Source: an optimization exercise on an open RTL-to-GDS flow (aim: small area). Production flows keep margins and buffers that such runs may drop. The RTL was checked by simulation tests, not by an equivalence proof against the original design. Power and IR drop assume default switching activity.

==> quartz <==
==> flow/design.v (excerpt) <==
module thread_mmu #(
   parameter int NUM_TRD = 8,
   parameter int TRD_W   = 3,
   parameter int AW      = 32
) (
   input  logic             clk,
   input  logic             rst_n,
   input  logic [AW-1:0]    i_addr,
   input  logic [TRD_W-1:0] i_trd,
   input  logic             i_rd,
   input  logic [AW-1:0]    d_addr,
   input  logic [TRD_W-1:0] d_trd,
   input  logic             d_rd,
   input  logic             d_wr,
   output logic             i_segfault,
   output logic             d_segfault,
   input  logic             i_fill_req,
   input  logic             d_fill_req,
   input  logic             d_fill_wr,
   output logic             i_fill_done,
   output logic             d_fill_done,
   output logic             fill_err,
   input  logic             cfg_we,
   input  logic             cfg_side,
   input  logic [TRD_W-1:0] cfg_trd,
   input  logic [AW-1:0]    cfg_base,
   input  logic [AW-1:0]    cfg_limit,
   input  logic             ready,
   input  logic             tx_done,
   output logic [1:0]       mem_op,
   output logic [63:0]      cpu_addr
);
   logic [NUM_TRD*AW-1:0] w_ib, w_il, w_db, w_dl;
   logic                  r_v0_i, r_v0_d;
  ...
==> module tm_aoi22, before the edit <==
module tm_aoi22 (input logic a, b, c, d, output logic y);
   assign y = ~((a & b) | (c & d));
endmodule
==> module tm_nand3, before the edit <==
module tm_nand3 (input logic a, b, c, output logic y);
   assign y = ~(a & b & c);
endmodule
==> module tm_rd8, before the edit <==
module tm_rd8 (input logic [7:0] s, input logic [7:0] x, output logic y);
   logic n0, n1, n2;
   tm_aoi222 u_0 (.a(s[0]), .b(x[0]), .c(s[1]), .d(x[1]), .e(s[2]), .f(x[2]), .y(n0));
   tm_aoi222 u_1 (.a(s[3]), .b(x[3]), .c(s[4]), .d(x[4]), .e(s[5]), .f(x[5]), .y(n1));
   tm_aoi22  u_2 (.a(s[6]), .b(x[6]), .c(s[7]), .d(x[7]), .y(n2));
   tm_nand3  u_3 (.a(n0), .b(n1), .c(n2), .y(y));
endmodule
clock: 7.0 ns
lec_check: 0
cap_margin: 0
core_margin: 2
core_utilization: 60
place_density: 0.7
slew_margin: 0
synth_hierarchical: 1
standard.sh (not shown) runs the stock make flow with config.mk's settings and CLKGATE_MAP_FILE= SYNTH_SCRIPT=/design/flow/synth_recipe.tcl, a recipe that flattens the netlist after the stock synthesis.
==> flow/flow/run.sh <==
#!/bin/bash
# The standard layout (standard.sh, with the standard synthesis unchanged), with:
#  - combinational cells set to their smallest drive strength before floorplan
#    (flow/downsize.tcl as PRE_FLOORPLAN_TCL); the flow's repair steps upsize where needed,
#  - port buffers as buf_1 cells (buffer_ports -buffer_cell),
#  - CTS with larger sink clusters and no dummy loads.
# The make output goes to standard_flow.log; each ORFS step keeps its own log under orfs/logs.
set -euo pipefail
here="$(cd "$(dirname "${BASH_SOURCE[0]}")" && pwd)"
export PRE_FLOORPLAN_TCL="$here/downsize.tcl"
bash standard.sh \
  PRE_FLOORPLAN_TCL="$here/downsize.tcl" \
  BUFFER_PORTS_ARGS="-buffer_cell sky130_fd_sc_hd__buf_1" \
  CTS_ARGS="-sink_clustering_enable -repair_clock_nets -sink_clustering_size 25 -sink_clustering_max_diameter 80 -buf_list sky130_fd_sc_hd__clkbuf_16 -dont_use_dummy_load" \
  finish > standard_flow.log 2>&1
==> flow/flow/downsize.tcl <==
# Run before floorplan (PRE_FLOORPLAN_TCL): give every combinational cell from synthesis the
# smallest drive strength of its own cell type (same function and pins). The flow's timing and
# design repair then upsize or buffer where the layout needs it. Flip-flops, buffers, clock,
# delay and tie cells are left as they are.
set db [ord::get_db]
set block [ord::get_db_block]
array set small {}
array set small_area {}
foreach lib [$db getLibs] {
  foreach m [$lib getMasters] {
    set n [$m getName]
    if {![regexp {^(sky130_fd_sc_hd__[a-z0-9]+)_([0-9]+)$} $n -> base sz]} { continue }
    set a [expr {[$m getWidth] * [$m getHeight]}]
    if {![info exists small_area($base)] || $a < $small_area($base)} {
      set small_area($base) $a
      set small($base) $m
    }
  }
}
set skip {^sky130_fd_sc_hd__(df|edf|sdf|dl|sdl|clk|buf|conb|tap|fill|decap|diode|probe|lpflow|bufinv|bufbuf|einv|ebuf|macro|ha|fa)}
set n_swapped 0
foreach inst [$block getInsts] {
  set m [$inst getMaster]
  set n [$m getName]
  if {[regexp $skip $n]} { continue }
  if {![regexp {^(sky130_fd_sc_hd__[a-z0-9]+)_([0-9]+)$} $n -> base sz]} { continue }
  if {![info exists small($base)]} { continue }
  set sm $small($base)
  if {$sm eq $m} { continue }
  if {[expr {[$m getWidth] * [$m getHeight]}] <= $small_area($base)} { continue }
  if {[$inst swapMaster $sm]} { incr n_swapped }
}
puts "downsize: $n_swapped instances set to their smallest drive strength"
==> zinc (differences from quartz) <==
--- a/flow/design.v
+++ b/flow/design.v
@@ -9,2 +9,5 @@
 endmodule
+module tm_nand3b (input logic an, b, c, output logic y);
+   assign y = ~(~an & b & c);
+endmodule
 module tm_nand2 (input logic a, b, output logic y);
@@ -27,14 +30,8 @@
 endmodule
-module tm_aoi22 (input logic a, b, c, d, output logic y);
-   assign y = ~((a & b) | (c & d));
-endmodule
-module tm_nand3 (input logic a, b, c, output logic y);
-   assign y = ~(a & b & c);
-endmodule
 module tm_rd8 (input logic [7:0] s, input logic [7:0] x, output logic y);
-   logic n0, n1, n2;
+   logic n0, n1, t67;
    tm_aoi222 u_0 (.a(s[0]), .b(x[0]), .c(s[1]), .d(x[1]), .e(s[2]), .f(x[2]), .y(n0));
    tm_aoi222 u_1 (.a(s[3]), .b(x[3]), .c(s[4]), .d(x[4]), .e(s[5]), .f(x[5]), .y(n1));
-   tm_aoi22  u_2 (.a(s[6]), .b(x[6]), .c(s[7]), .d(x[7]), .y(n2));
-   tm_nand3  u_3 (.a(n0), .b(n1), .c(n2), .y(y));
+   tm_ao22   u_2 (.a(s[6]), .b(x[6]), .c(s[7]), .d(x[7]), .y(t67));
+   tm_nand3b u_3 (.an(t67), .b(n0), .c(n1), .y(y));
 endmodule
==> flow/flow/run.sh (replaced) <==
#!/bin/bash
# The standard layout (standard.sh, with the standard synthesis unchanged), with:
#  - port buffers as buf_1 cells (buffer_ports -buffer_cell),
#  - CTS with larger sink clusters and no dummy loads.
# The make output goes to standard_flow.log; each ORFS step keeps its own log under orfs/logs.
set -euo pipefail
bash standard.sh \
  BUFFER_PORTS_ARGS="-buffer_cell sky130_fd_sc_hd__buf_1" \
  CTS_ARGS="-sink_clustering_enable -repair_clock_nets -sink_clustering_size 25 -sink_clustering_max_diameter 80 -buf_list sky130_fd_sc_hd__clkbuf_16 -dont_use_dummy_load" \
  finish > standard_flow.log 2>&1
--- a/flow/config.mk
+++ b/flow/config.mk
@@ -9,4 +9,4 @@
 export CORE_MARGIN = 2
-export CORE_UTILIZATION = 60
-export PLACE_DENSITY = 0.7
+export CORE_UTILIZATION = 70
+export PLACE_DENSITY = 0.8
 export SLEW_MARGIN = 0
removed: flow/flow/downsize.tcl
==> summary.txt <==
- zinc completed without violations. quartz finished with timing, DRC and antenna clean.
- In zinc the critical path depth is lower than in quartz, by 1.
- Fmax: quartz is larger than zinc (0.81%).
- Power is about the same in zinc and quartz.
- In quartz the sequential share of layout area is higher than in zinc, by 0.086 points.
- Clock power: zinc is smaller than quartz (about 2%).
- In sequential power, quartz and zinc hardly differ.

port drivers added, routing unchanged:
No port has a modelled driver above. Below, the same layouts with a new extraction and two added sets of constraints.
Step 1, drivers: a clkbuf_16 drives clk and a buf_2 each remaining input, both assumed.
Step 2 times the ports against the registers' clock, not the clock port: input delays grow and output delays shrink by t, the midpoint of the rising clock arrivals with the driver on.
Slacks: no drivers / after step 1 / after step 2; pairs: no drivers / after step 1.
run | shift t [ns] | slack for setup (ns) | worst setup path at the end
quartz | 0.706 | 0.196 / 0.169 / 0.169 | input to output
zinc | 0.681 | 0.140 / 0.112 / 0.112 | input to output
After both steps setup and hold are still met in every run listed. For zinc, which loses most, drivers alone change the setup slack by -0.028 ns; drivers and shift together by -0.028 ns.
